From an optimization exercise on the open Yosys and OpenROAD flow, aimed at small area, a short achievable clock period and few clock cycles per item; shortcuts taken in it are not production practice. At most, simulation tests tie the RTL to the original design; equivalence was not proved. No functional check of the RTL was part of run 7. No activity file was given, so power comes from the tool's default toggle rates.

==> flow/design.v <==
package wht_pkg;
   localparam int X_BITS = 12;
   localparam int Y_BITS = 11;
   localparam int ID_BITS = 4;
   localparam int WINDOWS_DEFAULT = 16;
   localparam logic CMD_LOAD = 1'b0;
   localparam logic CMD_CLICK = 1'b1;
   localparam int RECT_BITS = 2 * X_BITS + 2 * Y_BITS;
   localparam int ENTRY_BITS = 1 + ID_BITS + RECT_BITS;
endpackage
module wht_gt #(
   parameter int W = 12
) (
   input  logic [W-1:0] a,
   input  logic [W-1:0] b_n,
   output logic         gt
);
   logic [15:0] g, p;
   always_comb begin
      g = '0;
      p = '1;
      g[W-1:0] = a & b_n;
      p[W-1:0] = a | b_n;
      for (int lvl = 0; lvl < 4; lvl++) begin
         for (int k = 0; k < (8 >> lvl); k++) begin
            g[k] = g[2*k+1] | (p[2*k+1] & g[2*k]);
            p[k] = p[2*k+1] & p[2*k];
         end
      end
      gt = g[0];
   end
endmodule
module wht_cell (
   input  logic                           clock,
   input  logic                           reset,
   input  logic                           write,
   input  logic [wht_pkg::RECT_BITS-1:0]  wr_rect,
   input  logic [wht_pkg::X_BITS-1:0]     op_x,
   input  logic [wht_pkg::Y_BITS-1:0]     op_y,
   input  logic [wht_pkg::X_BITS-1:0]     op_x_n,
   input  logic [wht_pkg::Y_BITS-1:0]     op_y_n,
   output logic                           holds
);
   logic                          valid_ff;
   logic [wht_pkg::X_BITS-1:0]    left_ff, right_n_ff;
   logic [wht_pkg::Y_BITS-1:0]    bottom_ff, top_n_ff;
   logic [wht_pkg::X_BITS-1:0]    wr_left, wr_right;
   logic [wht_pkg::Y_BITS-1:0]    wr_bottom, wr_top;
   logic                          left_gt, right_lt, bottom_gt, top_lt;
   assign {wr_left, wr_bottom, wr_right, wr_top} = wr_rect;
   always_ff @(posedge clock) begin
      if (reset) begin
         valid_ff <= 1'b0;
      end else if (write) begin
         valid_ff <= 1'b1;
      end
   end
   always_ff @(posedge clock) begin
      if (write) begin
         left_ff    <= wr_left;
         bottom_ff  <= wr_bottom;
         right_n_ff <= ~wr_right;
         top_n_ff   <= ~wr_top;
      end
   end
   wht_gt #(.W(wht_pkg::X_BITS)) u_left   (.a(left_ff),   .b_n(op_x_n),     .gt(left_gt));
   wht_gt #(.W(wht_pkg::X_BITS)) u_right  (.a(op_x),      .b_n(right_n_ff), .gt(right_lt));
   wht_gt #(.W(wht_pkg::Y_BITS)) u_bottom (.a(bottom_ff), .b_n(op_y_n),     .gt(bottom_gt));
   wht_gt #(.W(wht_pkg::Y_BITS)) u_top    (.a(op_y),      .b_n(top_n_ff),   .gt(top_lt));
   assign holds = valid_ff && !left_gt && !right_lt && !bottom_gt && !top_lt;
endmodule
module window_hit_test_move_to_front_top #(
   parameter int WINDOWS = wht_pkg::WINDOWS_DEFAULT
) (
   input  logic                        clock,
   input  logic                        reset,
   input  logic                        req_valid,
   output logic                        req_ready,
   input  logic                        req_command,
   input  logic [wht_pkg::ID_BITS-1:0] req_window_index,
   input  logic [wht_pkg::X_BITS-1:0]  req_rect_left,
   input  logic [wht_pkg::Y_BITS-1:0]  req_rect_bottom,
   input  logic [wht_pkg::X_BITS-1:0]  req_rect_right,
   input  logic [wht_pkg::Y_BITS-1:0]  req_rect_top,
   input  logic [wht_pkg::X_BITS-1:0]  req_point_x,
   input  logic [wht_pkg::Y_BITS-1:0]  req_point_y,
   output logic                        rsp_valid,
   input  logic                        rsp_ready,
   output logic                        rsp_hit,
   output logic [wht_pkg::ID_BITS-1:0] rsp_selected_window
);
   localparam int QDEPTH = 4;
   localparam int RES_BITS = 1 + wht_pkg::ID_BITS;
   logic                          ready_ff;
   logic                          accept;
   logic                          s1_load_ff, s1_click_ff;
   logic [wht_pkg::ID_BITS-1:0]   s1_idx_ff;
   logic [wht_pkg::X_BITS-1:0]    s1_x_ff;
   logic [wht_pkg::Y_BITS-1:0]    s1_y_ff;
   assign accept = req_valid && ready_ff;
   always_ff @(posedge clock) begin
      if (reset) begin
         s1_load_ff  <= 1'b0;
         s1_click_ff <= 1'b0;
      end else begin
         s1_load_ff  <= accept && (req_command == wht_pkg::CMD_LOAD);
         s1_click_ff <= accept && (req_command == wht_pkg::CMD_CLICK);
      end
   end
   always_ff @(posedge clock) begin
      s1_idx_ff  <= req_window_index;
      s1_x_ff    <= req_point_x;
      s1_y_ff    <= req_point_y;
   end
   logic [WINDOWS-1:0] holds;
   logic [WINDOWS-1:0] s1_onehot;
   logic [WINDOWS-1:0] s2_vec_in;
   logic               load_now;
   assign load_now = accept && (req_command == wht_pkg::CMD_LOAD);
   for (genvar w = 0; w < WINDOWS; w++) begin : g_win
      assign s1_onehot[w] = (s1_idx_ff == w);
      wht_cell u_cell (
         .clock  (clock),
         .reset  (reset),
         .write  (load_now && (req_window_index == w)),
         .wr_rect({req_rect_left, req_rect_bottom, req_rect_right, req_rect_top}),
         .op_x   (s1_x_ff),
         .op_y   (s1_y_ff),
         .op_x_n (~s1_x_ff),
         .op_y_n (~s1_y_ff),
         .holds  (holds[w])
      );
      assign s2_vec_in[w] = s1_load_ff ? s1_onehot[w] : (s1_click_ff && holds[w]);
   end
   logic               s2_click_ff;
   logic [WINDOWS-1:0] s2_vec_ff;
   always_ff @(posedge clock) begin
      if (reset) begin
         s2_click_ff <= 1'b0;
      end else begin
         s2_click_ff <= s1_click_ff;
      end
   end
   always_ff @(posedge clock) begin
      s2_vec_ff <= s2_vec_in;
   end
   logic [WINDOWS-1:0] above_ff [WINDOWS];
   logic [WINDOWS-1:0] above [WINDOWS];
   logic [WINDOWS-1:0] sel;
   always_comb begin
      for (int i = 0; i < WINDOWS; i++) begin
         for (int j = 0; j < WINDOWS; j++) begin
            if (i < j) above[i][j] = above_ff[i][j];
            else if (i > j) above[i][j] = !above_ff[j][i];
            else above[i][j] = 1'b0;
         end
      end
   end
   always_comb begin
      for (int w = 0; w < WINDOWS; w++) begin
         logic covered;
         covered = 1'b0;
         for (int v = 0; v < WINDOWS; v++) begin
            if (v != w) covered = covered | (s2_vec_ff[v] & above[v][w]);
         end
         sel[w] = s2_vec_ff[w] & !covered;
      end
   end
   always_ff @(posedge clock) begin
      for (int i = 0; i < WINDOWS; i++) begin
         for (int j = i + 1; j < WINDOWS; j++) begin
            above_ff[i][j] <= sel[i] | (above_ff[i][j] & !sel[j]);
         end
      end
   end
   logic                        res_hit;
   logic [wht_pkg::ID_BITS-1:0] res_id;
   always_comb begin
      res_id = '0;
      for (int w = 0; w < WINDOWS; w++) begin
         res_id = res_id | (sel[w] ? wht_pkg::ID_BITS'(w) : '0);
      end
   end
   assign res_hit = |s2_vec_ff;
   logic [RES_BITS-1:0] q_ff [QDEPTH];
   logic [2:0]          cnt_ff, cnt_in, cnt_pop;
   logic                rsp_valid_ff;
   logic                pop, push;
   logic [2:0]          occ;
   assign pop = rsp_valid_ff && rsp_ready;
   assign push = s2_click_ff;
   assign cnt_pop = cnt_ff - {2'b00, pop};
   assign cnt_in = cnt_pop + {2'b00, push};
   always_ff @(posedge clock) begin
      for (int k = 0; k < QDEPTH; k++) begin
         if (push && (cnt_pop == k)) begin
            q_ff[k] <= {res_hit, res_id};
         end else if (pop) begin
            q_ff[k] <= (k + 1 < QDEPTH) ? q_ff[(k + 1) % QDEPTH] : q_ff[k];
         end
      end
   end
   assign occ = cnt_in + {2'b00, s1_click_ff}
                + {2'b00, accept && (req_command == wht_pkg::CMD_CLICK)};
   always_ff @(posedge clock) begin
      if (reset) begin
         cnt_ff       <= '0;
         rsp_valid_ff <= 1'b0;
         ready_ff     <= 1'b1;
      end else begin
         cnt_ff       <= cnt_in;
         rsp_valid_ff <= (cnt_in != 0);
         ready_ff     <= (occ < QDEPTH);
      end
   end
   assign req_ready = ready_ff;
   assign rsp_valid = rsp_valid_ff;
   assign rsp_hit = q_ff[0][RES_BITS-1];
   assign rsp_selected_window = q_ff[0][wht_pkg::ID_BITS-1:0];
endmodule
==> flow/run.sh <==
#!/bin/bash
# synth_recipe.tcl (not shown) runs the flow's synth.tcl, then flattens the netlist and writes it again
# the make line also repeats each setting of config.mk as NAME=value (left out here)
make -C /OpenROAD-flow-scripts/flow DESIGN_CONFIG=/design/flow/config.mk WORK_HOME=/design/flow/orfs CLKGATE_MAP_FILE= SYNTH_SCRIPT=/design/flow/synth_recipe.tcl finish
==> flow/config.mk <==
export PLATFORM = sky130hd
export DESIGN_NAME = window_hit_test_move_to_front_top
export DESIGN_NICKNAME = window_hit_test_move_to_front_top
export VERILOG_FILES = /design/flow/design.v
export SDC_FILE = /design/flow/constraint.sdc
export NUM_CORES = 4
export LEC_CHECK = 0
export CAP_MARGIN = 20
export CORE_MARGIN = 2
export CORE_UTILIZATION = 60
export CTS_CLUSTER_DIAMETER = 60
export CTS_CLUSTER_SIZE = 30
export SETUP_SLACK_MARGIN = 3.7
export SLEW_MARGIN = 20
==> flow/constraint.sdc <==
create_clock -name core_clock -period 6.0 [get_ports {clock}]
set_input_delay 1.2000 -clock core_clock [delete_from_list [all_inputs] [get_ports {clock}]]
set_output_delay 1.2000 -clock core_clock [all_outputs]
set_load 0.01 [all_outputs]
==> results of run 1 <==
-- flip-flops by register name, indices dropped and copies added (netlist names) --
register,count
s2_click_ff,1
above_ff,120
s1_load_ff,1
g_win.u_cell.top_n_ff,176
q_ff,20
rsp_valid_ff,1
g_win.u_cell.valid_ff,16
g_win.u_cell.bottom_ff,176
s1_click_ff,1
ready_ff,1
g_win.u_cell.left_ff,192
s1_x_ff,12
s1_y_ff,11
s2_vec_ff,16
g_win.u_cell.right_n_ff,192
s1_idx_ff,4
cnt_ff,3
-- per-stage QoR --
step	power (mW)	setup WS [ps]	std cells	utilization, %
floorplan	8.380	2497	3299	-
global placement	8.910	2017	4128	63.63
detailed placement	8.942	1946	4128	63.61
CTS	13.61	3449	4352	71.01
global route	14.03	3477	4399	72.46
finish	13.72	3508	4407	72.49
-- worst register-to-register path, stage by stage, from the launching register on --
cell and delay [ps]:
dfxtp_2 350, inv_4 300, nor2_1 130, maj3_1 380, maj3_1 410, a221oi_4 430
a2111oi_2 60, buf_4 170, a21o_1 170
-- cells by family (layout without fill, tap and decap cells) --
kind of cell | after synthesis | after routing
AOI/OAI and AO/OA | 1021 | 1021
xor gates and xnor gates | 3 | 3
adders and majority gates | 136 | 136
buffers and inverters | 343 | 575
DFF | 943 | 943
muxes | 22 | 22
other | 0 | 8
and+or+nand+nor | 831 | 835
-- timing repair --
action	CTS	global route
hold endpoints to repair	0	0
buffers inserted	88	35
setup endpoints to repair	893	345
cloned	27	12
pin swaps	74	43
resized for setup	362	112
-- power breakdown --
group	total, mW	internal (mW)	switching [mW]
combinational	1.45	0.557	0.890
sequential	7.65	7.36	0.288
clock	4.62	2.01	2.61
total	13.7	9.93	3.79
-- area by class of cell --
cell class,count,area [um2]
inverter,157,694.4
tap,864,1081
timing repair inverter,3,20.02
sequential,943,26530
clock buffer,59,1476
clock inverter,50,661.9
timing repair buffer,306,3814
multi-input combinational,2017,13610
antenna,8,20.02
fill,4448,18180
-- layer usage --
metal | part of all wire (%) | wire length, um
met3 | 14 | 19360
met5 | 0.026 | 37
met1 | 35 | 50400
met2 | 45 | 64190
met4 | 6.0 | 8602
-- final timing paths --
kind / to / cells past startpoint / from / slack [ps]
setup reg to reg: s2_vec_ff[12]$_DFF_P_ / 8 / s1_y_ff[7]$_DFF_P_ / 3510
hold reg to reg: above_ff[6][12]$_DFF_P_ / 2 / above_ff[6][12]$_DFF_P_ / 450
setup / recovery: s2_vec_ff[12]$_DFF_P_ / 8 / s1_y_ff[7]$_DFF_P_ / 3510
hold / removal: above_ff[6][12]$_DFF_P_ / 2 / above_ff[6][12]$_DFF_P_ / 450
-- placed cells by master (no fill, tap or decap), types with 17 or more instances in the layout --
| cell | n |
|---|---|
| edfxtp_1 | 756 |
| nand2_1 | 314 |
| a21oi_1 | 287 |
| nor2_1 | 180 |
| dfxtp_1 | 153 |
| o22ai_1 | 142 |
| inv_1 | 124 |
| buf_4 | 109 |
| maj3_1 | 106 |
| o21ai_0 | 97 |
| nor2b_1 | 81 |
| clkbuf_16 | 68 |
| clkdlybuf4s50_1 | 66 |
| nand3_1 | 44 |
| nand2b_1 | 41 |
| a31oi_1 | 38 |
| o221ai_1 | 37 |
| buf_12 | 37 |
| a22oi_1 | 34 |
| a221oi_1 | 33 |
| a21o_1 | 33 |
| buf_6 | 33 |
| nor3_1 | 28 |
| o211ai_1 | 27 |
| maj3_2 | 25 |
| o22a_1 | 24 |
| nand4_1 | 23 |
| a221o_1 | 20 |
| o2111ai_1 | 19 |
| dfxtp_4 | 18 |
| nor2_4 | 17 |
==> flow_summary.toml, run 1 <==
[status]
status = "no timing/DRC/antenna violations"

[routing]
drt-vias-per-instance = 7.065
drt-total-wl_mm = 142.6
drtIter0Drc = 5408
wire_per_inst_um = 32.35
vias = 31137
ant_nets = 0
drc = 0
drt_pre_antenna_iters = 8

[critical_path]
cp_slowest_cell = "a221oi_4"
crit_family = "adder cells"
arrival_ps = 3060
cp_common_cell = "maj3_1"
cp_slowest_stage_delay_ps = 430
cp_num_buf_inv = 2
crit_fanout = 25
worstPathRequired_ps = 6560
critPathCaptureType = "flip-flop"
path_cells = "inv_4, nor2_1, maj3_1, maj3_1, a221oi_4, a2111oi_2, buf_4, a21o_1"
start_kind = "flip-flop"
critical_path_class = "reg -> reg"

[min_path]
holdCritPathClass = "reg -> reg"

[die]
start_util_pct = 60.83
fp-row-count = 94
fp.dieW_um = 262.9
io_pins = 85
design.core.area_um2 = 66100
die_area_um2 = 69100
fp.dieH_um = 262.9

[clocking]
clock-sinks = 943
h-tree-depth = 2
cts.hold.buffers_added = 0
cts_max_path_buffers = 3
cts_tree = "built"
path_clk_slew_ps = 90
clk_latency_ps = 680
cts.root.buffer_cell = "clkbuf_16"
cts_buffers = 58

[timing]
rsz0062_at_grt = "true"
drv_slew = 0
hold_viol = 0
fmax_ghz = 0.4012
holdWs_ps = 448.1
tightestPinTransition_ps = 1281
fin_crit_ps = 2492
slew_headroom_pct = 14.36
setup-tns-final_ps = 0
setup_violations = 0
fin_skew_ps = 34.43
period_share_pct = 41.54

[logic_synthesis]
synthDominantCellAreaShare_pct = 56.46
yosys-mux-area-fraction_pct = 0.5943
synth_warnings = 7
synth_simple_gate_area_share_pct = 9.559
synthFlopType = "edfxtp_1"
ys_types = 85
synth_cells = 3299
synth_xor_area_share_pct = 0.06535
synth-compound-area-share_pct = 16.91
synth_top_family_by_area = "compound AO/OA/AOI/OAI gates"
yosysSeqAreaShare_pct = 65.77
yosysMostFrequentCell = "edfxtp_1"
synthTopCellsByArea = "edfxtp_1, dfxtp_1, a21oi_1"
synth.avg_cell_area_um2 = 12.19
syn_area_um2 = 40210
synth-seq-cells = 943
synth_edf_count = 756
yosysTopAreaCell = "edfxtp_1"
synth_adder_area_share_pct = 3.466
syn_nets = 3382
synth-async-reset-ratio_pct = 0
synthTopCellsByCount = "edfxtp_1, nand2_1, a21oi_1"

[global_routing]
met1_usage_pct = 52.87
grt_pass1_wl_mm = 198.9
top_usage_layer = "met2"
antenna_found_initial = 11
gr-total-overflow = 0
first_global_vias = 28980
grt_max_degree = 51
use_met2_pct = 62.15
grt_util_met3_pct = 9.492
track_usage_pct = 39.82

[placed_design]
port_buffers = 84
place_hpwl_mm = 80.40
globalplace.congestion = 0.9718
post_dp_cell_area_um2 = 42050

[finish]
drive_above_1_share_pct = 18.05
design_area_um2 = 47910
fin_nets = 3569
syn2layout_area_growth_pct = 19.16

[power]
powerDensity_nw_per_um2 = 286.4
vdd_drop_max_mv = 0.3025
power_leakage_nw = 16.56

[job]
cap_violations = 0
Testbench counts, summed over its fixed seeds: cycles 24,024, items 24,000.
==> run 2: changes to the inputs <==
--- a/flow/design.v
+++ b/flow/design.v
@@ -97,6 +97,8 @@
    logic [wht_pkg::ID_BITS-1:0]   s1_idx_ff;
    logic [wht_pkg::X_BITS-1:0]    s1_x_ff;
    logic [wht_pkg::Y_BITS-1:0]    s1_y_ff;
+   logic [wht_pkg::X_BITS-1:0]    s1_x_n_ff;
+   logic [wht_pkg::Y_BITS-1:0]    s1_y_n_ff;
    assign accept = req_valid && ready_ff;
    always_ff @(posedge clock) begin
       if (reset) begin
@@ -111,6 +113,8 @@
       s1_idx_ff  <= req_window_index;
       s1_x_ff    <= req_point_x;
       s1_y_ff    <= req_point_y;
+      s1_x_n_ff  <= ~req_point_x;
+      s1_y_n_ff  <= ~req_point_y;
    end
    logic [WINDOWS-1:0] holds;
    logic [WINDOWS-1:0] s1_onehot;
@@ -126,8 +130,8 @@
          .wr_rect({req_rect_left, req_rect_bottom, req_rect_right, req_rect_top}),
          .op_x   (s1_x_ff),
          .op_y   (s1_y_ff),
-         .op_x_n (~s1_x_ff),
-         .op_y_n (~s1_y_ff),
+         .op_x_n (s1_x_n_ff),
+         .op_y_n (s1_y_n_ff),
          .holds  (holds[w])
       );
       assign s2_vec_in[w] = s1_load_ff ? s1_onehot[w] : (s1_click_ff && holds[w]);
--- a/flow/config.mk
+++ b/flow/config.mk
@@ -10,5 +10,6 @@
 export CORE_UTILIZATION = 60
 export CTS_CLUSTER_DIAMETER = 60
 export CTS_CLUSTER_SIZE = 30
-export SETUP_SLACK_MARGIN = 3.7
+export SETUP_SLACK_MARGIN = 3.5
 export SLEW_MARGIN = 20
+export TNS_END_PERCENT = 10
==> run 2 against run 1 <==
Compared with the run above: routed wire length decreased by 9.9%; largest power group unchanged; worst setup slack worse by 260 ps; highest routed layer unchanged; first-iteration DRC count decreased by 22%; critical path type is now reg -> out.
==> flow_summary.toml, run 2 <==
[timing]
tightestPinTransition_ps = 1230
fin_skew_ps = 26.78
slew_headroom_pct = 17.72
period_share_pct = 45.87
fin_crit_ps = 2752
holdWs_ps = 449.4
rsz0062_at_grt = "true"
setup-tns-final_ps = 0
hold_viol = 0
drv_slew = 0
fmax_ghz = 0.3634
setup_violations = 0

[routing]
dr_wl_met2_mm = 59.97
drt-total-wl_mm = 128.4
drt_pre_antenna_iters = 8
top_layer_used = "met5"
wl_met1_mm = 47.80
wire_per_inst_um = 29.61
drc = 0
wl_met3_mm = 14.14
drt-vias-per-instance = 6.914
drtIter0Drc = 4224
ant_nets = 0
vias = 29994

[clocking]
clk_latency_ps = 670
cts_max_path_buffers = 3
cts.root.buffer_cell = "clkbuf_16"
path_clk_slew_ps = 100
clock-sinks = 966
h-tree-depth = 2
cts.hold.buffers_added = 0
cts_tree = "built"
cts_buffers = 57

[logic_synthesis]
synth-seq-cells = 966
syn_area_um2 = 40110
yosysMostFrequentCell = "edfxtp_1"
yosysTopAreaCell = "edfxtp_1"
syn_nets = 3405
synthDominantCellAreaShare_pct = 56.60
synthFlopType = "edfxtp_1"
synth_cells = 3322
synth-async-reset-ratio_pct = 0
ys_types = 73
synth_warnings = 7
synthTopCellsByArea = "edfxtp_1, dfxtp_1, nand2_1"
synth.avg_cell_area_um2 = 12.07
yosysSeqAreaShare_pct = 67.08
synth_edf_count = 756
synthTopCellsByCount = "edfxtp_1, nand2_1, nor2_1"

[finish]
top_regs = "g_win.u_cell.left_ff x192, g_win.u_cell.right_n_ff x192"
syn2layout_area_growth_pct = 13.93
final_cell_mix = "edfxtp_1, nand2_1, nor2_1"
drive_above_1_share_pct = 13.62
fin_nets = 3507
layout_commonest_cell = "edfxtp_1"

[min_path]
hold_depth = 2
holdCritPathClass = "reg -> reg"
holdCritStartpoint = "above_ff[6][10]$_DFF_P_"
holdPathEnd = "above_ff[6][10]$_DFF_P_"

[status]
status = "no timing/DRC/antenna violations"

[critical_path]
crit_fanout = 2
path_depth = 1
cp_slowest_cell = "clkdlybuf4s50_1"
cp_slowest_stage_delay_ps = 550
start_kind = "flip-flop"
reg2reg_slack_ps = 3320
worstPathRequired_ps = 4800
reg2reg_from = "s1_x_n_ff[11]$_DFF_P_"
critical_path_class = "reg -> out"
arrival_ps = 1550
path_cells = "clkdlybuf4s50_1"
ff2ff_path_depth = 9
cp_num_buf_inv = 1
critPathCaptureType = "output port"
crit_family = "buffers and inverters"
timing.rr.end = "s2_vec_ff[15]$_DFF_P_"

[global_routing]
grt_pass1_wl_mm = 182.7
antenna_found_initial = 3
first_global_vias = 27546
track_usage_pct = 36.00
grt_max_degree = 48
gr-total-overflow = 0

[die]
fp-row-count = 94
die_area_um2 = 68930
fp.dieW_um = 262.5
io_pins = 85
fp.dieH_um = 262.5
start_util_pct = 60.79
design.core.area_um2 = 65980

[job]
cap_violations = 0

[power]
powerDensity_nw_per_um2 = 296.9
power_leakage_nw = 15.67
switching_share_pct = 26.09
finalPower_mw = 13.57
clkPwrFrac_pct = 33.4
vdd_drop_max_mv = 0.3075
intPower_mw = 10.03
p_sw_mw = 3.539
seqPwrFrac_pct = 57.6
pwr-share-comb_pct = 9.0

[placed_design]
place_hpwl_mm = 78.35
port_buffers = 84
globalplace.congestion = 0.9642
-- run 2: cell count changes after synthesis, sizes merged, moves of 48 or more --
cell	change
a21oi	-82
a31oi	+101
buf	-54
clkbuf	+64
inv	-54
nor2	+98
nor2b	-79
o21ai	+48
-- run 2: per-layer routing --
layer  track usage (%)  vias to the layer above
li1                  -                    13046
met1             48.55                    14652
met2             57.86                     1932
met3             6.690                      360
met4             15.27                        4
met5                 0                        -
-- run 2: logic make-up (layout without fill, tap and decap cells) --
logic type | after synthesis | after routing | synth area share, %
XOR/XNOR | 3 | 3 | 0.06552
flip-flops | 966 | 966 | 67.08
AND/OR/NAND/NOR | 895 | 899 | 9.693
other | 0 | 1 | 0
adder cells (fa/ha/maj) | 94 | 94 | 2.461
buffers and inverters | 290 | 437 | 2.898
multiplexers | 15 | 15 | 0.4211
AO/OA/AOI/OAI | 1059 | 1059 | 17.38
-- run 2: power groups by stage --
stage | sequential, mW | clock (mW) | combinational, mW
floorplan | 7.83 | 0 | 0.667
global placement | 7.94 | 0 | 1.07
detailed placement | 7.94 | 0 | 1.10
CTS | 7.79 | 4.56 | 1.12
global route | 7.84 | 4.79 | 1.30
finish | 7.81 | 4.54 | 1.22
-- run 2: timing repair --
action,4_1_cts,5_1_grt
pin swaps,10,41
resized for setup,25,214
buffers inserted,17,52
gates cloned,5,6
endpoints found under the setup margin,827,861
-- run 2: through the flow --
step                cells  setup slack [ps]  instance area (um2)  util (%)
CTS                  4279              2934                44380     67.26
finish               4338              3248                45690     69.25
detailed placement   4149              1883                42010     63.67
global placement     4146              1984                41930     63.55
global route         4337              3187                45690     69.25
floorplan            3322              2575                40210         -
-- run 2: worst max path at each step --
stage	from	to	slack, ps
finish	rsp_valid_ff$_SDFF_PP0_	rsp_valid	3250
global route	req_window_index[3]	g_win[9].u_cell.right_n_ff[0]$_DFFE_PP_	3190
CTS	s2_vec_ff[6]$_DFF_P_	q_ff[0][2]$_DFFE_PP_	2930
detailed placement	req_window_index[2]	g_win[14].u_cell.left_ff[3]$_DFFE_PP_	1880
global placement	req_window_index[3]	g_win[12].u_cell.right_n_ff[0]$_DFFE_PP_	1980
floorplan	req_command	g_win[0].u_cell.bottom_ff[0]$_DFFE_PP_	2570
-- run 2: layout make-up --
type | count | area (um2)
Fill cell | 4636 | 20290
Sequential cell | 966 | 26960
Clock inverter | 43 | 509.2
Clock buffer | 65 | 1551
Inverter | 94 | 386.6
Multi-Input combinational cell | 2070 | 12780
Tap cell | 864 | 1081
Antenna cell | 1 | 2.502
Timing Repair Buffer | 235 | 2424
Testbench counts of run 2, summed over its fixed seeds: cycles 24,024, items 24,000.
==> run 3: changes to the inputs <==
==> flow/flow/run.sh (new file) <==
#!/bin/bash
# The standard layout with two changes: clock tree synthesis adds no dummy loads to balance
# the leaf buffers, and the ports are buffered with buf_2 rather than the delay buffer that
# buffer_ports picks by itself. The ORFS output goes to standard.log.
set -euo pipefail
export CTS_ARGS="-sink_clustering_enable -repair_clock_nets -dont_use_dummy_load -sink_clustering_size 30 -sink_clustering_max_diameter 60"
export BUFFER_PORTS_ARGS="-buffer_cell sky130_fd_sc_hd__buf_2"
bash standard.sh > standard.log 2>&1
==> flow/standard.sh (new file) <==
#!/bin/bash
# synth_recipe.tcl (not shown) runs the flow's synth.tcl, then flattens the netlist and writes it again
# the make line also repeats each setting of config.mk as NAME=value (left out here)
make -C /OpenROAD-flow-scripts/flow DESIGN_CONFIG=/design/flow/config.mk WORK_HOME=/design/flow/orfs CLKGATE_MAP_FILE= SYNTH_SCRIPT=/design/flow/synth_recipe.tcl "${@:-finish}"
--- a/flow/config.mk
+++ b/flow/config.mk
@@ -12,4 +12,3 @@
 export CTS_CLUSTER_SIZE = 30
 export SETUP_SLACK_MARGIN = 3.5
 export SLEW_MARGIN = 20
-export TNS_END_PERCENT = 10
removed: flow/run.sh
==> run 3 against run 2 <==
Compared with the run above: clock skew is 43 ps higher; routed wire length is 4.4% lower; critical endpoint is now s2_vec_ff[15]$_DFF_P_; maximum frequency is 2.6% higher; largest cell class unchanged; still clean.
==> flow_summary.toml, run 3 <==
[critical_path]
start_kind = "flip-flop"
cp_slowest_stage_delay_ps = 400
crit_fanout = 32
critPathCaptureType = "flip-flop"
worstPathRequired_ps = 6590
cp_slowest_cell = "a222oi_1"
arrival_ps = 3270
cp_common_cell = "o211ai_1"
ff2ff_path_depth = 9
path_cells = "buf_6, a222oi_1, o2111ai_1, a31oi_1, o211ai_1, a211o_1, o32ai_2, o211ai_1, a21oi_1"
critical_path_class = "reg -> reg"

[routing]
wl_met1_mm = 47.46
vias = 29623
drt-total-wl_mm = 122.8
drtIter0Drc = 3800
wl_met3_mm = 12.77
dr_wl_met2_mm = 56.40
wire_per_inst_um = 28.77
drt-vias-per-instance = 6.939
drc = 0
drt_pre_antenna_iters = 6
top_layer_used = "met4"
ant_nets = 0

[power]
vdd_drop_max_mv = 0.2739
intPower_mw = 9.694
seqPwrFrac_pct = 61.1
p_sw_mw = 3.091
finalPower_mw = 12.78
pwr-share-comb_pct = 9.0
switching_share_pct = 24.18
powerDensity_nw_per_um2 = 287.0
clkPwrFrac_pct = 29.8
power_leakage_nw = 15.26

[die]
die_area_um2 = 68930
fp.dieW_um = 262.5
start_util_pct = 60.79
fp-row-count = 94
fp.dieH_um = 262.5
io_pins = 85
design.core.area_um2 = 65980

[clocking]
cts.root.buffer_cell = "clkbuf_16"
cts_tree = "built"
path_clk_slew_ps = 80
h-tree-depth = 2
cts_buffers = 60
clk_latency_ps = 690
clock-sinks = 966
cts_max_path_buffers = 3
cts.hold.buffers_added = 0

[placed_design]
globalplace.congestion = 0.9762
dp.cells = 4144
post_dp_cell_area_um2 = 41610
place_hpwl_mm = 77.06
port_buffers = 84

[logic_synthesis]
synth-seq-cells = 966
synth_warnings = 7
synth.avg_cell_area_um2 = 12.07
yosysMostFrequentCell = "edfxtp_1"
yosysTopAreaCell = "edfxtp_1"
ys_types = 73
synthFlopType = "edfxtp_1"
synthTopCellsByCount = "edfxtp_1, nand2_1, nor2_1"
yosysSeqAreaShare_pct = 67.08
synth_cells = 3322
synth_edf_count = 756
synthDominantCellAreaShare_pct = 56.60
synth-async-reset-ratio_pct = 0
syn_nets = 3405
syn_area_um2 = 40110
synthTopCellsByArea = "edfxtp_1, dfxtp_1, nand2_1"

[job]
cap_violations = 0

[timing]
slew_headroom_pct = 35.96
drv_slew = 0
setup_violations = 0
setup-tns-final_ps = 0
fmax_ghz = 0.3729
tightestPinTransition_ps = 959.6
hold_viol = 0
rsz0062_at_grt = "true"
fin_crit_ps = 2682
fin_skew_ps = 70.18
period_share_pct = 44.69

[finish]
drive_above_1_share_pct = 14.19
layout_commonest_cell = "edfxtp_1"
top_regs = "g_win.u_cell.left_ff x192, g_win.u_cell.right_n_ff x192"
fillers = 4731
design_area_um2 = 44550
antenna_cells = 0
regArea_um2 = 26960
multiInputGateArea_um2 = 12820
syn2layout_area_growth_pct = 11.07
final_cell_mix = "edfxtp_1, nand2_1, nor2_1"
fin_nets = 3490
instances_no_fill = 4269

[global_routing]
track_usage_pct = 34.88
grt_pass1_wl_mm = 179.6
antenna_found_initial = 0
gr-total-overflow = 0
first_global_vias = 27693
grt_max_degree = 48

[min_path]
holdCritPathClass = "reg -> reg"
hold_depth = 2

[status]
status = "no timing/DRC/antenna violations"
run 3: kinds of logic (layout without fill, tap and decap cells):
kind of cell	Yosys count	count (layout)	synth area share, %
DFF	966	966	67.08
adders and majority gates	94	94	2.461
and+or+nand+nor	895	899	9.693
buffers and inverters	290	369	2.898
AOI/OAI and AO/OA	1059	1059	17.38
xor gates and xnor gates	3	3	0.06552
muxes	15	15	0.4211
run 3: power by group through the flow:
stage	logic, mW	clock network, mW	registers [mW]
6_report	1.15	3.82	7.81
5_1_grt	1.25	4.07	7.84
4_1_cts	1.09	3.84	7.80
3_5_place_dp	1.07	0	7.95
3_3_place_gp	1.03	0	7.94
2_1_floorplan	0.704	0	7.83
run 3: routing by layer:
| layer | vias up | track usage, % |
|---|---|---|
| met1 | 14637 | 48.56 |
| met3 | 281 | 6.269 |
| met5 | - | 0 |
| met4 | 0 | 16.14 |
| met2 | 1756 | 53.90 |
| li1 | 12949 | - |
run 3: repair_timing:
action                     CTS  global route
setup endpoints to repair  331           435
gates cloned                 4             4
setup buffers               28            29
pin swaps                   18            32
resized for setup           86           122
run 3: final timing paths:
check	slack [ps]	from	to
hold / removal	450	above_ff[6][10]$_DFF_P_	above_ff[6][10]$_DFF_P_
setup / recovery	3320	s1_y_n_ff[10]$_DFF_P_	s2_vec_ff[15]$_DFF_P_
hold reg to reg	450	above_ff[6][10]$_DFF_P_	above_ff[6][10]$_DFF_P_
setup reg to reg	3320	s1_y_n_ff[10]$_DFF_P_	s2_vec_ff[15]$_DFF_P_
run 3: layout make-up:
class                           instances  share of cell area [%]
Tap cell                              864                   2.427
Inverter                               94                  0.8960
Clock buffer                           60                   3.371
Multi-Input combinational cell       2070                   28.78
Timing Repair Buffer                  215                   4.008
Sequential cell                       966                   60.52
run 3: stage by stage:
stage	hold slack [ps]	utilization, %	setup WS (ps)
after floorplan	422.5	-	2576
after global placement	434.9	63.02	2263
after detailed placement	434.6	63.06	2236
after CTS	445.1	66.23	3285
after global routing	472.2	67.51	3308
final	445.4	67.51	3318
run 3: worst max-delay path: cells and delay by family (launching register included):
kind | cells | cell delay [ps]
AO/OA/AOI/OAI | 8 | 2050
buffers and inverters | 1 | 210
flip-flops | 1 | 350
==> run 4: changes to the inputs <==
--- a/flow/design.v
+++ b/flow/design.v
@@ -95,6 +95,7 @@
    logic                          accept;
    logic                          s1_load_ff, s1_click_ff;
    logic [wht_pkg::ID_BITS-1:0]   s1_idx_ff;
+   logic [wht_pkg::RECT_BITS-1:0] s1_rect_ff;
    logic [wht_pkg::X_BITS-1:0]    s1_x_ff;
    logic [wht_pkg::Y_BITS-1:0]    s1_y_ff;
    logic [wht_pkg::X_BITS-1:0]    s1_x_n_ff;
@@ -111,6 +112,7 @@
    end
    always_ff @(posedge clock) begin
       s1_idx_ff  <= req_window_index;
+      s1_rect_ff <= {req_rect_left, req_rect_bottom, req_rect_right, req_rect_top};
       s1_x_ff    <= req_point_x;
       s1_y_ff    <= req_point_y;
       s1_x_n_ff  <= ~req_point_x;
@@ -119,15 +121,13 @@
    logic [WINDOWS-1:0] holds;
    logic [WINDOWS-1:0] s1_onehot;
    logic [WINDOWS-1:0] s2_vec_in;
-   logic               load_now;
-   assign load_now = accept && (req_command == wht_pkg::CMD_LOAD);
    for (genvar w = 0; w < WINDOWS; w++) begin : g_win
       assign s1_onehot[w] = (s1_idx_ff == w);
       wht_cell u_cell (
          .clock  (clock),
          .reset  (reset),
-         .write  (load_now && (req_window_index == w)),
-         .wr_rect({req_rect_left, req_rect_bottom, req_rect_right, req_rect_top}),
+         .write  (s1_load_ff && s1_onehot[w]),
+         .wr_rect(s1_rect_ff),
          .op_x   (s1_x_ff),
          .op_y   (s1_y_ff),
          .op_x_n (s1_x_n_ff),
==> run 4 against run 3 <==
Compared with the run above: still clean on timing, DRC and antenna; power is 2.0% higher; sequential power is 4.9% higher; sequential cell count is 46 higher; first-iteration DRC count is 2.2% higher; critical endpoint is now s2_vec_ff[1]$_DFF_P_; highest routed layer unchanged.
==> flow_summary.toml, run 4 <==
[clocking]
cts_tree = "built"
cts.root.buffer_cell = "clkbuf_16"
h-tree-depth = 2
clock-sinks = 1012
clk_latency_ps = 670
cts_max_path_buffers = 3
path_clk_slew_ps = 90
cts_buffers = 58

[placed_design]
place_hpwl_mm = 79.61
dp.cells = 4112
post_dp_cell_area_um2 = 42160
port_buffers = 84
place_ws_ps = 2685
globalplace.congestion = 1.011

[die]
fp.dieH_um = 264.3
fp.dieW_um = 264.3
io_pins = 85
design.core.area_um2 = 67160
die_area_um2 = 69870
fp-row-count = 95
start_util_pct = 60.55

[critical_path]
cp_num_buf_inv = 1
arrival_ps = 3220
crit_fanout = 6
reg2reg_slack_ps = 3340
critPathLaunch = "s1_y_ff[0]$_DFF_P_"
path_cells = "buf_4, a31oi_1, nor2_1, maj3_1, maj3_1, o21ai_1, a21oi_2, nor4_4, a2bb2oi_1"
timing.rr.end = "s2_vec_ff[1]$_DFF_P_"
start_kind = "flip-flop"
critical_path_class = "reg -> reg"
crit_family = "adder cells"
critPathCapture = "s2_vec_ff[1]$_DFF_P_"
cp_slowest_stage_delay_ps = 510
ff2ff_path_depth = 9
cp_common_cell = "maj3_1"
cp_slowest_cell = "nor4_4"
path_depth = 9
worstPathRequired_ps = 6560
critPathCaptureType = "flip-flop"
reg2reg_from = "s1_y_ff[0]$_DFF_P_"

[finish]
fillers = 4913
fin_nets = 3446
final_cell_mix = "edfxtp_1, nand2_1, nor2_1"
design_area_um2 = 45040
drive_above_1_share_pct = 14.91
instances_no_fill = 4238
layout_commonest_cell = "edfxtp_1"
top_regs = "g_win.u_cell.left_ff x192, g_win.u_cell.right_n_ff x192"
syn2layout_area_growth_pct = 10.77

[timing]
period_share_pct = 44.35
fin_skew_ps = 50.92
setup-tns-final_ps = 0
hold_viol = 0
tightestPinTransition_ps = 1107
setup_violations = 0
fmax_ghz = 0.3758
drv_slew = 0
fin_crit_ps = 2661
rsz0062_at_grt = "true"
slew_headroom_pct = 25.39
worst_slack_ps = 3339

[power]
powerDensity_nw_per_um2 = 289.5
vdd_drop_max_mv = 0.3402
power_leakage_nw = 15.33
finalPower_mw = 13.04

[logic_synthesis]
yosysTopAreaCell = "edfxtp_1"
ys_types = 71
synthFlopType = "edfxtp_1"
synth_edf_count = 756
synthTopCellsByCount = "edfxtp_1, nand2_1, nor2_1"
synth.avg_cell_area_um2 = 12.39
syn_area_um2 = 40660
synth-async-reset-ratio_pct = 0
syn_nets = 3366
yosysMostFrequentCell = "edfxtp_1"
synth_warnings = 7
synth_cells = 3283
synthTopCellsByArea = "edfxtp_1, dfxtp_1, nand2_1"
synthDominantCellAreaShare_pct = 55.83
synth-seq-cells = 1012
yosysSeqAreaShare_pct = 68.43

[routing]
wire_per_inst_um = 29.07
ant_nets = 0
drtIter0Drc = 3885
drc = 0
vias = 29206
drt-total-wl_mm = 123.2
drt-vias-per-instance = 6.891
drt_pre_antenna_iters = 8

[global_routing]
track_usage_pct = 34.49
first_global_vias = 27512
gr-total-overflow = 0
grt_pass1_wl_mm = 177.1
antenna_found_initial = 4
grt_max_degree = 50

[job]
cap_violations = 0

[status]
status = "no timing/DRC/antenna violations"

[min_path]
holdCritPathClass = "reg -> reg"
run 4: worst min path at each step:
stage / start / endpoint / cells after the start
2_1_floorplan: above_ff[7][10]$_DFF_P_ / above_ff[7][10]$_DFF_P_ / 2
5_1_grt: above_ff[8][9]$_DFF_P_ / above_ff[8][9]$_DFF_P_ / 2
4_1_cts: above_ff[7][10]$_DFF_P_ / above_ff[7][10]$_DFF_P_ / 2
3_3_place_gp: above_ff[7][10]$_DFF_P_ / above_ff[7][10]$_DFF_P_ / 2
6_report: above_ff[7][10]$_DFF_P_ / above_ff[7][10]$_DFF_P_ / 2
3_5_place_dp: above_ff[7][10]$_DFF_P_ / above_ff[7][10]$_DFF_P_ / 2
run 4: per-stage QoR:
stage | utilization (%) | hold slack, ps
6_report | 67.06 | 449.1
2_1_floorplan | - | 422.5
5_1_grt | 67.05 | 468.3
4_1_cts | 66.03 | 452.3
3_5_place_dp | 62.77 | 444.5
3_3_place_gp | 62.76 | 434.6
run 4: worst reg2reg max path: stages, from the launching register on:
cell       delay [ps]
dfxtp_4           380
buf_4             160
a31oi_1           140
nor2_1             90
maj3_1            360
maj3_1            430
o21ai_1           180
a21oi_2           110
nor4_4            510
a2bb2oi_1         200
run 4: logic make-up (layout without fill, tap and decap cells):
logic type	count (synthesis)	after routing	synth area share, %
adder cells (fa/ha/maj)	126	126	3.176
AO/OA/AOI/OAI	1016	1016	16.43
multiplexers	15	15	0.4154
buffers and inverters	285	362	2.711
other	0	4	0
AND/OR/NAND/NOR	826	827	8.770
XOR/XNOR	3	3	0.06463
flip-flops	1012	1012	68.43
run 4: power by group:
group	switching (mW)	leakage (nW)	internal (mW)
sequential	0.375	8.94	7.81
combinational	0.636	5.67	0.390
clock	2.12	0.715	1.71
total	3.13	15.3	9.91
run 4: what timing repair did:
item	CTS	global route
cloned	1	4
hold buffers	0	0
gates resized for setup	130	100
pin swaps	40	48
setup buffers	29	29
setup endpoints to repair	134	118
endpoints found under the hold margin	0	0
run 4: area by class of cell:
class / count / area, um2 / share of cell area [%]
Sequential cell: 1012 / 27900 / 61.94
Multi-Input combinational cell: 1987 / 12640 / 28.07
Timing Repair Buffer: 211 / 1563 / 3.470
Clock buffer: 58 / 1451 / 3.222
Tap cell: 873 / 1092 / 2.425
Inverter: 91 / 365.4 / 0.8112
Timing Repair inverter: 2 / 15.01 / 0.03334
Antenna cell: 4 / 10.01 / 0.02222
run 4: routing by layer:
metal / track usage [%] / vias to the layer above / routed length, um
met2: 55.87 / 1635 / 57990
met3: 5.966 / 304 / 12140
met4: 16.35 / 0 / 6517
li1: - / 12772 / -
met5: 0 / - / 0
met1: 45.68 / 14495 / 46540
Testbench counts of run 4, summed over its fixed seeds: cycles 24,024, items 24,000.
==> run 5: changes to the inputs <==
--- a/flow/config.mk
+++ b/flow/config.mk
@@ -10,5 +10,5 @@
 export CORE_UTILIZATION = 60
 export CTS_CLUSTER_DIAMETER = 60
 export CTS_CLUSTER_SIZE = 30
-export SETUP_SLACK_MARGIN = 3.5
+export SETUP_SLACK_MARGIN = 3.7
 export SLEW_MARGIN = 20
==> run 5 against run 4 <==
Compared with the run above: still clean on timing, DRC and antenna; power up 1.1%; clock skew up 18 ps; sequential power barely moved; register-to-register slack hardly changed; worst hold slack better by 9.7 ps; global-route usage increased by 0.64 points; count of clock-buffer cells in the layout is 3 higher; die area stayed put; critical path type unchanged; largest cell class unchanged.
==> flow_summary.toml, run 5 <==
[global_routing]
grt_max_degree = 50
gr-total-overflow = 0
track_usage_pct = 35.13
antenna_found_initial = 5
grt_pass1_wl_mm = 181.2
first_global_vias = 27912

[critical_path]
critPathCapture = "s2_vec_ff[10]$_DFF_P_"
path_cells = "buf_16, a31oi_1, nor2_1, maj3_2, maj3_2, maj3_2, o21ai_2, a31oi_4, o41ai_4"
cp_slowest_cell = "o41ai_4"
reg2reg_from = "s1_x_n_ff[0]$_DFF_P_"
crit_fanout = 8
timing.rr.end = "s2_vec_ff[10]$_DFF_P_"
cp_common_cell = "maj3_2"
start_kind = "flip-flop"
reg2reg_slack_ps = 3320
critical_path_class = "reg -> reg"
cp_slowest_stage_delay_ps = 510
ff2ff_path_depth = 9
critPathCaptureType = "flip-flop"
critPathLaunch = "s1_x_n_ff[0]$_DFF_P_"
arrival_ps = 3180
worstPathRequired_ps = 6500

[min_path]
holdCritPathClass = "reg -> reg"

[logic_synthesis]
synth-compound-area-share_pct = 16.43
synth-seq-cells = 1012
yosys-mux-area-fraction_pct = 0.4154
synthTopCellsByCount = "edfxtp_1, nand2_1, nor2_1"
syn_area_um2 = 40660
synth_xor_area_share_pct = 0.06462
synth.avg_cell_area_um2 = 12.39
synth_adder_area_share_pct = 3.176
yosysMostFrequentCell = "edfxtp_1"
synth_cells = 3283
yosysSeqAreaShare_pct = 68.43
synth_top_family_by_area = "compound AO/OA/AOI/OAI gates"
synth_warnings = 7
ys_types = 71
synth_simple_gate_area_share_pct = 8.770
synth-async-reset-ratio_pct = 0
synthFlopType = "edfxtp_1"
synthDominantCellAreaShare_pct = 55.83
yosysTopAreaCell = "edfxtp_1"
synthTopCellsByArea = "edfxtp_1, dfxtp_1, nand2_1"
synth_edf_count = 756
syn_nets = 3366

[timing]
period_share_pct = 44.59
rsz0062_at_grt = "true"
drv_slew = 0
slew_headroom_pct = 38.51
fin_skew_ps = 68.49
fmax_ghz = 0.3738
hold_viol = 0
setup-tns-final_ps = 0
tightestPinTransition_ps = 912.7
setup_violations = 0
fin_crit_ps = 2675

[clocking]
cts_tree = "built"
clk_latency_ps = 690
cts.hold.buffers_added = 0
cts.root.buffer_cell = "clkbuf_16"
path_clk_slew_ps = 90
cts_buffers = 61
clock-sinks = 1012
cts_max_path_buffers = 3
h-tree-depth = 2

[placed_design]
port_buffers = 84
post_dp_cell_area_um2 = 42180
globalplace.congestion = 0.9777
place_hpwl_mm = 79.25

[routing]
drt-total-wl_mm = 123.3
drt-vias-per-instance = 6.819
drt_pre_antenna_iters = 6
drtIter0Drc = 3798
vias = 29115
ant_nets = 0
wire_per_inst_um = 28.87
drc = 0

[die]
fp.dieW_um = 264.3
start_util_pct = 60.55
fp.dieH_um = 264.3
die_area_um2 = 69870
design.core.area_um2 = 67160
fp-row-count = 95
io_pins = 85

[finish]
design_area_um2 = 45790
syn2layout_area_growth_pct = 12.61
final_cell_mix = "edfxtp_1, nand2_1, nor2_1"
fillers = 4695
multiInputGateArea_um2 = 12920
regArea_um2 = 27910
layout_commonest_cell = "edfxtp_1"
top_regs = "g_win.u_cell.left_ff x192, g_win.u_cell.right_n_ff x192"
final_core_util_pct = 68.18
drive_above_1_share_pct = 17.49
fin_nets = 3482
antenna_cells = 0

[job]
cap_violations = 0

[status]
status = "no timing/DRC/antenna violations"

[power]
power_leakage_nw = 15.63
powerDensity_nw_per_um2 = 287.9
vdd_drop_max_mv = 0.3289
## run 5: cells by family after synthesis
group / Yosys count
muxes: 15
AOI/OAI and AO/OA: 1016
buffers and inverters: 285
xor gates and xnor gates: 3
and+or+nand+nor: 826
DFF: 1012
adders and majority gates: 126
## run 5: worst min-delay path by stage
stage / startpoint / to / slack, ps / cells past startpoint
floorplan: above_ff[7][10]$_DFF_P_ / above_ff[7][10]$_DFF_P_ / 420 / 2
finish: above_ff[7][10]$_DFF_P_ / above_ff[7][10]$_DFF_P_ / 460 / 2
global route: above_ff[1][9]$_DFF_P_ / above_ff[1][9]$_DFF_P_ / 480 / 2
global placement: above_ff[7][10]$_DFF_P_ / above_ff[7][10]$_DFF_P_ / 430 / 2
detailed placement: above_ff[7][10]$_DFF_P_ / above_ff[7][10]$_DFF_P_ / 450 / 2
CTS: above_ff[7][10]$_DFF_P_ / above_ff[7][10]$_DFF_P_ / 460 / 2
## run 5: layout make-up
type,count,area share [%]
Inverter,91,0.8416
Timing Repair inverter,2,0.03279
Sequential cell,1012,60.95
Multi-Input combinational cell,1986,28.21
Timing Repair Buffer,245,4.238
Clock buffer,61,3.334
Tap cell,873,2.386
## run 5: routing by layer
metal	up-vias	part of all wire (%)	global-route usage, %
li1	12828	-	-
met1	14422	37	46.90
met2	1566	47	57.20
met3	297	9.3	4.884
met4	2	6.1	17.12
met5	-	0.011	0
## run 5: metrics by stage
stage	hold WS, ps	setup slack (ps)	cells	power, mW
floorplan	422.5	3393	3283	8.800
global placement	434.4	2682	4115	9.237
detailed placement	448.2	2606	4115	9.267
CTS	459.0	3397	4244	13.16
global route	484.6	3353	4270	13.55
finish	458.9	3325	4270	13.18
## run 5: power by group
group	total [mW]	internal (mW)	switching, mW
registers	8.18	7.81	0.370
logic	1.07	0.422	0.648
clock network	3.93	1.79	2.14
total	13.2	10.0	3.16
## run 5: what timing repair did
| action | 4_1_cts | 5_1_grt |
|---|---|---|
| buffers inserted | 63 | 26 |
| cloned | 5 | 0 |
| hold endpoints to repair | 0 | 0 |
| endpoints found under the setup margin | 324 | 323 |
| gates resized for setup | 248 | 104 |
| pin swaps | 94 | 76 |
## run 5: critical path, delay by kind of cell (launching register included)
kind	cells	cell delay, ps
adders and majority gates	3	960
AOI/OAI and AO/OA	4	930
DFF	1	390
buffers and inverters	1	140
and+or+nand+nor	1	80
==> run 6: changes to the inputs <==
==> flow/run.sh (new file) <==
#!/bin/bash
# synth_recipe.tcl (not shown) runs the flow's synth.tcl, then flattens the netlist and writes it again
# the make line also repeats each setting of config.mk as NAME=value (left out here)
make -C /OpenROAD-flow-scripts/flow DESIGN_CONFIG=/design/flow/config.mk WORK_HOME=/design/flow/orfs CLKGATE_MAP_FILE= SYNTH_SCRIPT=/design/flow/synth_recipe.tcl finish
--- a/flow/config.mk
+++ b/flow/config.mk
@@ -10,5 +10,5 @@
 export CORE_UTILIZATION = 60
 export CTS_CLUSTER_DIAMETER = 60
 export CTS_CLUSTER_SIZE = 30
-export SETUP_SLACK_MARGIN = 3.7
+export SETUP_SLACK_MARGIN = 3.5
 export SLEW_MARGIN = 20
removed: flow/flow/run.sh
removed: flow/standard.sh
==> run 6 against run 5 <==
Compared with the run above: still clean on timing, DRC and antenna; clock skew decreased by 31 ps; area after synthesis unchanged; sequential share of layout area decreased by 0.91 points; routed wire length increased by 0.54%; non-clock buffer count decreased by 30; final area increased by 1.5%; clock power increased by about 20%; worst setup slack improved by 5.2 ps; final cell count increased by 0.47%; maximum frequency increased by 0.19%; largest power group unchanged; highest routed layer unchanged.
==> flow_summary.toml, run 6 <==
[clocking]
path_clk_slew_ps = 100
h-tree-depth = 2
cts_buffers = 59
clk_latency_ps = 680
cts.hold.buffers_added = 0
cts.root.buffer_cell = "clkbuf_16"
cts_max_path_buffers = 3
clock-sinks = 1012
cts_tree = "built"

[timing]
setup-tns-final_ps = 0
tightestPinTransition_ps = 909.5
slew_headroom_pct = 38.73
rsz0062_at_grt = "true"
holdWs_ps = 466.3
fin_skew_ps = 37.78
setup_violations = 0
fmax_ghz = 0.3745
fin_crit_ps = 2670
hold_viol = 0
period_share_pct = 44.50
drv_slew = 0

[global_routing]
first_global_vias = 27828
gr-total-overflow = 0
grt_max_degree = 50
track_usage_pct = 34.85
grt_util_met3_pct = 6.003
antenna_found_initial = 3
grt_pass1_wl_mm = 179.4
use_met2_pct = 56.07
top_usage_layer = "met2"
met1_usage_pct = 46.71

[finish]
design_area_um2 = 46500
final_cell_mix = "edfxtp_1, nand2_1, nor2_1"
drive_above_1_share_pct = 15.39
fillers = 4660
layout_commonest_cell = "edfxtp_1"
fin_nets = 3449
syn2layout_area_growth_pct = 14.35
antenna_cells = 0
top_regs = "g_win.u_cell.left_ff x192, g_win.u_cell.right_n_ff x192"

[status]
status = "no timing/DRC/antenna violations"

[die]
io_pins = 85
start_util_pct = 60.55
die_area_um2 = 69870
design.core.area_um2 = 67160
fp-row-count = 95
fp.dieH_um = 264.3
fp.dieW_um = 264.3

[min_path]
holdCritStartpoint = "above_ff[1][9]$_DFF_P_"
holdPathEnd = "above_ff[1][9]$_DFF_P_"
holdCritPathClass = "reg -> reg"
hold_depth = 2

[logic_synthesis]
synth_cells = 3283
synthTopCellsByCount = "edfxtp_1, nand2_1, nor2_1"
yosysTopAreaCell = "edfxtp_1"
syn_area_um2 = 40660
synth_warnings = 7
synthDominantCellAreaShare_pct = 55.83
syn_nets = 3366
synthTopCellsByArea = "edfxtp_1, dfxtp_1, nand2_1"
synthFlopType = "edfxtp_1"
yosysMostFrequentCell = "edfxtp_1"
yosysSeqAreaShare_pct = 68.43
ys_types = 71
synth_edf_count = 756
synth-seq-cells = 1012
synth-async-reset-ratio_pct = 0
synth.avg_cell_area_um2 = 12.39

[power]
power_leakage_nw = 15.77
powerDensity_nw_per_um2 = 300.5
vdd_drop_max_mv = 0.3258

[placed_design]
globalplace.congestion = 1.015
place_hpwl_mm = 79.76
post_dp_cell_area_um2 = 42520
port_buffers = 84

[critical_path]
reg2reg_slack_ps = 3330
critical_path_class = "reg -> reg"
start_kind = "flip-flop"
crit_fanout = 6
critPathCaptureType = "flip-flop"
timing.rr.end = "s2_vec_ff[4]$_DFF_P_"
ff2ff_path_depth = 10
arrival_ps = 3280
reg2reg_from = "s1_x_ff[0]$_DFF_P_"
worstPathRequired_ps = 6610

[routing]
drt-vias-per-instance = 6.841
drt-total-wl_mm = 123.9
drc = 0
drt_pre_antenna_iters = 8
drtIter0Drc = 3598
wire_per_inst_um = 28.89
vias = 29348
ant_nets = 0

[job]
cap_violations = 0
## run 6: cell counts after synthesis
No cell type changed its count.
## run 6: how the worst max path moves through the flow
stage,startpoint,slack (ps),depth (start not counted),to
after floorplan,s1_idx_ff[1]$_DFF_P_,2840,2,g_win[11].u_cell.bottom_ff[0]$_DFFE_PP_
after global routing,s1_x_n_ff[0]$_DFF_P_,3320,9,s2_vec_ff[4]$_DFF_P_
after detailed placement,rsp_ready,2590,8,q_ff[0][1]$_DFFE_PP_
after global placement,s1_x_n_ff[0]$_DFF_P_,2260,8,s2_vec_ff[4]$_DFF_P_
final,s1_x_ff[0]$_DFF_P_,3330,10,s2_vec_ff[4]$_DFF_P_
after CTS,s1_x_ff[1]$_DFF_P_,3280,8,s2_vec_ff[10]$_DFF_P_
## run 6: layout make-up
| type | count | area, um2 | area share (%) |
|---|---|---|---|
| clock buffer | 64 | 1548 | 3.329 |
| tap | 873 | 1092 | 2.349 |
| clock inverter | 48 | 601.8 | 1.294 |
| inverter | 91 | 371.6 | 0.7992 |
| sequential | 1012 | 27920 | 60.04 |
| timing repair buffer | 215 | 2071 | 4.453 |
| multi-input combinational | 1987 | 12900 | 27.74 |
## run 6: repair_timing
item	in CTS	in global routing
endpoints found under the setup margin	236	176
gates cloned	2	1
buffers inserted	43	27
gates resized for setup	188	144
pin swaps	46	90
## run 6: metal layers
| metal | wire length (um) | share of wire [%] | vias to the layer above |
|---|---|---|---|
| li1 | - | - | 12847 |
| met3 | 12080 | 9.7 | 327 |
| met4 | 6515 | 5.3 | 4 |
| met5 | 25 | 0.020 | - |
| met2 | 58150 | 47 | 1659 |
| met1 | 47170 | 38 | 14511 |
## run 6: per-stage QoR
step | setup WS (ps) | util (%) | power (mW) | std cells
floorplan | 2845 | - | 8.787 | 3283
global placement | 2259 | 63.31 | 9.264 | 4105
global route | 3316 | 69.24 | 14.36 | 4290
detailed placement | 2588 | 63.32 | 9.290 | 4105
finish | 3330 | 69.24 | 13.97 | 4290
CTS | 3276 | 68.02 | 13.93 | 4262
## run 6: worst max-delay path: stages, from the launching register on
cell     delay, ps
dfxtp_4        380
buf_6          120
buf_6          110
a31oi_1        160
nor2_1          70
maj3_2         290
maj3_2         300
maj3_2         290
maj3_2         340
a211o_1        360
a21oi_2        160
## run 6: report_power, final
part / internal (mW) / leakage (nW) / switching [mW]
logic: 0.428 / 5.78 / 0.631
clock network: 2.16 / 1.04 / 2.56
registers: 7.81 / 8.95 / 0.384
total: 10.4 / 15.8 / 3.58
## run 6: cells by family after synthesis
kind of cell	synth area share [%]
AND/OR/NAND/NOR	8.770
multiplexers	0.4154
buffers and inverters	2.711
AO/OA/AOI/OAI	16.43
XOR/XNOR	0.06463
adder cells (fa/ha/maj)	3.176
flip-flops	68.43
==> run 7: changes to the inputs <==
--- a/flow/design.v
+++ b/flow/design.v
@@ -98,8 +98,6 @@
    logic [wht_pkg::RECT_BITS-1:0] s1_rect_ff;
    logic [wht_pkg::X_BITS-1:0]    s1_x_ff;
    logic [wht_pkg::Y_BITS-1:0]    s1_y_ff;
-   logic [wht_pkg::X_BITS-1:0]    s1_x_n_ff;
-   logic [wht_pkg::Y_BITS-1:0]    s1_y_n_ff;
    assign accept = req_valid && ready_ff;
    always_ff @(posedge clock) begin
       if (reset) begin
@@ -115,8 +113,6 @@
       s1_rect_ff <= {req_rect_left, req_rect_bottom, req_rect_right, req_rect_top};
       s1_x_ff    <= req_point_x;
       s1_y_ff    <= req_point_y;
-      s1_x_n_ff  <= ~req_point_x;
-      s1_y_n_ff  <= ~req_point_y;
    end
    logic [WINDOWS-1:0] holds;
    logic [WINDOWS-1:0] s1_onehot;
@@ -130,8 +126,8 @@
          .wr_rect(s1_rect_ff),
          .op_x   (s1_x_ff),
          .op_y   (s1_y_ff),
-         .op_x_n (s1_x_n_ff),
-         .op_y_n (s1_y_n_ff),
+         .op_x_n (~s1_x_ff),
+         .op_y_n (~s1_y_ff),
          .holds  (holds[w])
       );
       assign s2_vec_in[w] = s1_load_ff ? s1_onehot[w] : (s1_click_ff && holds[w]);
--- a/flow/config.mk
+++ b/flow/config.mk
@@ -7,8 +7,5 @@
 export LEC_CHECK = 0
 export CAP_MARGIN = 20
 export CORE_MARGIN = 2
-export CORE_UTILIZATION = 60
-export CTS_CLUSTER_DIAMETER = 60
-export CTS_CLUSTER_SIZE = 30
-export SETUP_SLACK_MARGIN = 3.5
+export CORE_UTILIZATION = 40
 export SLEW_MARGIN = 20
==> run 7 against run 6 <==
Compared with the run above: critical path depth down 3; combinational power down 7%; synthesized cell count up 1.2%; die area up 52%; largest cell class unchanged; still clean; via count down 2.1%; non-clock buffer count down 74; final cell count up 13%; sequential power down 2%; area after synthesis up 1.7%; largest power group unchanged; count of clock-buffer cells in the layout up 96; sequential cell count down 23.
==> flow_summary.toml, run 7 <==
[status]
status = "no timing/DRC/antenna violations"

[power]
powerDensity_nw_per_um2 = 330.7
vdd_drop_max_mv = 0.2222
power_leakage_nw = 16.19
finalPower_mw = 15.64

[critical_path]
cp_slowest_cell = "dfxtp_1"
start_kind = "flip-flop"
path_cells = "inv_2, maj3_2, maj3_2, maj3_2, a21bo_1, a2111oi_2, a21o_1"
cp_num_buf_inv = 1
crit_family = "compound AO/OA/AOI/OAI gates"
worstPathRequired_ps = 6600
cp_common_cell = "maj3_2"
arrival_ps = 4250
critical_path_class = "reg -> reg"
critPathCaptureType = "flip-flop"
crit_fanout = 25
cp_slowest_stage_delay_ps = 1000

[logic_synthesis]
yosysTopAreaCell = "edfxtp_1"
synth-seq-cells = 989
ys_types = 84
synth_adder_area_share_pct = 4.425
synthDominantCellAreaShare_pct = 54.88
synth-compound-area-share_pct = 15.35
synth_cells = 3321
synth_xor_area_share_pct = 0.06352
synth-async-reset-ratio_pct = 0
synth_edf_count = 756
syn_nets = 3404
synth_simple_gate_area_share_pct = 10.08
yosysSeqAreaShare_pct = 66.16
synth_warnings = 7
syn_area_um2 = 41360
synth_top_family_by_area = "compound AO/OA/AOI/OAI gates"
synthTopCellsByArea = "edfxtp_1, dfxtp_1, maj3_1"
yosysMostFrequentCell = "edfxtp_1"
synthFlopType = "edfxtp_1"
synth.avg_cell_area_um2 = 12.46
yosys-mux-area-fraction_pct = 0.7229
synthTopCellsByCount = "edfxtp_1, nand2_1, dfxtp_1"

[placed_design]
place_hpwl_mm = 80.67
port_buffers = 84
globalplace.congestion = 0.8987

[timing]
rsz0062_at_grt = "false"
setup_violations = 0
tightestPinTransition_ps = 1119
fin_crit_ps = 3650
setup-tns-final_ps = 0
period_share_pct = 60.84
slew_headroom_pct = 24.72
fmax_ghz = 0.2740
fin_skew_ps = 41.61
hold_viol = 0
drv_slew = 0

[die]
fp-row-count = 117
design.core.area_um2 = 102200
start_util_pct = 40.48
die_area_um2 = 106000
io_pins = 85
fp.dieW_um = 325.6
fp.dieH_um = 325.6

[finish]
final_cell_mix = "edfxtp_1, nand2_1, dfxtp_1"
drive_above_1_share_pct = 9.457
antenna_cells = 0
top_regs = "g_win.u_cell.left_ff x192, g_win.u_cell.right_n_ff x192"
fillers = 9183
fin_nets = 3469
layout_commonest_cell = "edfxtp_1"
syn2layout_area_growth_pct = 14.31

[global_routing]
track_usage_pct = 23.46
grt_pass1_wl_mm = 184.6
first_global_vias = 27179
antenna_found_initial = 2
grt_max_degree = 57
gr-total-overflow = 0

[routing]
vias = 28743
drt-total-wl_mm = 126.9
wire_per_inst_um = 26.18
ant_nets = 0
drc = 0
drt-vias-per-instance = 5.930
drt_pre_antenna_iters = 6
drtIter0Drc = 3720

[clocking]
cts_buffers = 106
cts_tree = "built"
path_clk_slew_ps = 60
clock-sinks = 989
cts_max_path_buffers = 3
cts.root.buffer_cell = "clkbuf_16"
postCtsSetupBuffers = 0
clk_latency_ps = 710
postCtsResizedCells = 0
h-tree-depth = 3
cts.hold.buffers_added = 0

[job]
cap_violations = 0

[min_path]
holdCritPathClass = "reg -> reg"
[run 7: cell count changes after synthesis, sizes merged, moves of 16 or more]
cell / change
nor2: -89
nand2: -19
a22oi: +18
inv: +47
dfxtp: -23
o22ai: -22
buf: +39
o21ai: +16
a31oi: -86
nor2b: +63
a21oi: -66
clkbuf: -49
nand2b: +75
maj3: +50
[run 7: kinds of logic (layout without fill, tap and decap cells)]
kind of cell             Yosys count  in the layout
AO/OA/AOI/OAI                    925            925
XOR/XNOR                           3              3
adder cells (fa/ha/maj)          176            176
AND/OR/NAND/NOR                  871            871
flip-flops                       989            989
buffers and inverters            329            487
multiplexers                      28             28
[run 7: worst register-to-register path: cells and delay by family, from the launching register on]
family / cells / cell delay [ps]
fa+ha+maj: 3 / 1050
buf+inv: 1 / 350
compound gates: 3 / 1150
flops: 1 / 1000
[run 7: routing by layer]
metal	track usage (%)	vias up	routed length, um
li1	-	12867	-
met1	32.20	14220	52470
met2	36.96	1384	57730
met3	3.459	272	10540
met4	10.55	0	6137
met5	0	-	0
[run 7: layout make-up]
class	count	area (um2)	area share, %
Multi-Input combinational cell	2003	12790	27.05
Sequential cell	989	27380	57.91
Tap cell	1368	1712	3.620
Timing Repair Buffer	141	1269	2.683
Clock buffer	160	3133	6.626
Clock inverter	41	452.9	0.9579
Inverter	145	544.3	1.151
[run 7: stage by stage]
| stage | instances | setup slack (ps) | instance area, um2 | hold slack [ps] | utilization, % |
|---|---|---|---|---|---|
| after floorplan | 3321 | 1388 | 41360 | 422.5 | - |
| after global placement | 4646 | 1934 | 43690 | 431.7 | 42.76 |
| after detailed placement | 4646 | 2298 | 43700 | 446.7 | 42.76 |
| after CTS | 4847 | 2246 | 47280 | 457.0 | 46.27 |
| after global routing | 4847 | 2177 | 47280 | 482.9 | 46.27 |
| final | 4847 | 2350 | 47280 | 463.1 | 46.27 |
[run 7: report_power, final]
part	internal (mW)	switching, mW	total (mW)	leakage, nW
sequential	7.67	0.330	8.00	8.74
combinational	0.376	0.613	0.989	5.70
clock	3.88	2.76	6.65	1.76
total	11.9	3.70	15.6	16.2
[run 7: path summary, 6_finish.rpt]
kind	startpoint	end	slack, ps	depth (start not counted)
worst max-delay path	s1_x_ff[1]$_DFF_P_	s2_vec_ff[13]$_DFF_P_	2350	7
worst min-delay path	above_ff[8][11]$_DFF_P_	above_ff[8][11]$_DFF_P_	460	2
worst max register to register	s1_x_ff[1]$_DFF_P_	s2_vec_ff[13]$_DFF_P_	2350	7
worst min register to register	above_ff[8][11]$_DFF_P_	above_ff[8][11]$_DFF_P_	460	2

-- separate check: timing with driven ports --
The flow's constraints put no driver on any port. The routed layouts listed below were extracted and timed again, unchanged, in two steps. Step 1: set_driving_cell puts a clkbuf_16 on clock and a buf_2 on each other input, an assumption about the parent block. Step 2, shift: input delay + t, output delay - t, t = (earliest + latest rising clock arrival at the registers) / 2. This alone moves slack from input paths to output paths. Three values: no drivers, after step 1, after step 2; two values: the first two.
| run | t (ns) | setup slack, ns | latest minus earliest clock arrival (ns) | cell pins on the clock port's net |
|---|---|---|---|---|
| run 1 | 0.730 | 3.508 / 3.508 / 2.871 | 0.035 / 0.035 | 1 |
| run 2 | 0.722 | 3.248 / 3.177 / 2.603 | 0.040 / 0.040 | 1 |
| run 3 | 0.723 | 3.318 / 3.318 / 2.867 | 0.076 / 0.075 | 1 |
| run 4 | 0.720 | 3.339 / 3.339 / 2.945 | 0.056 / 0.055 | 1 |
| run 5 | 0.721 | 3.325 / 3.325 / 3.136 | 0.077 / 0.078 | 1 |
| run 6 | 0.733 | 3.330 / 3.330 / 2.965 | 0.040 / 0.040 | 1 |
| run 7 | 0.758 | 2.350 / 2.350 / 2.329 | 0.042 / 0.043 | 1 |
After both steps every run listed still meets setup and hold. The setup slack of run 2, which loses most, moves by -0.071 ns with the drivers and by -0.645 ns with both steps.
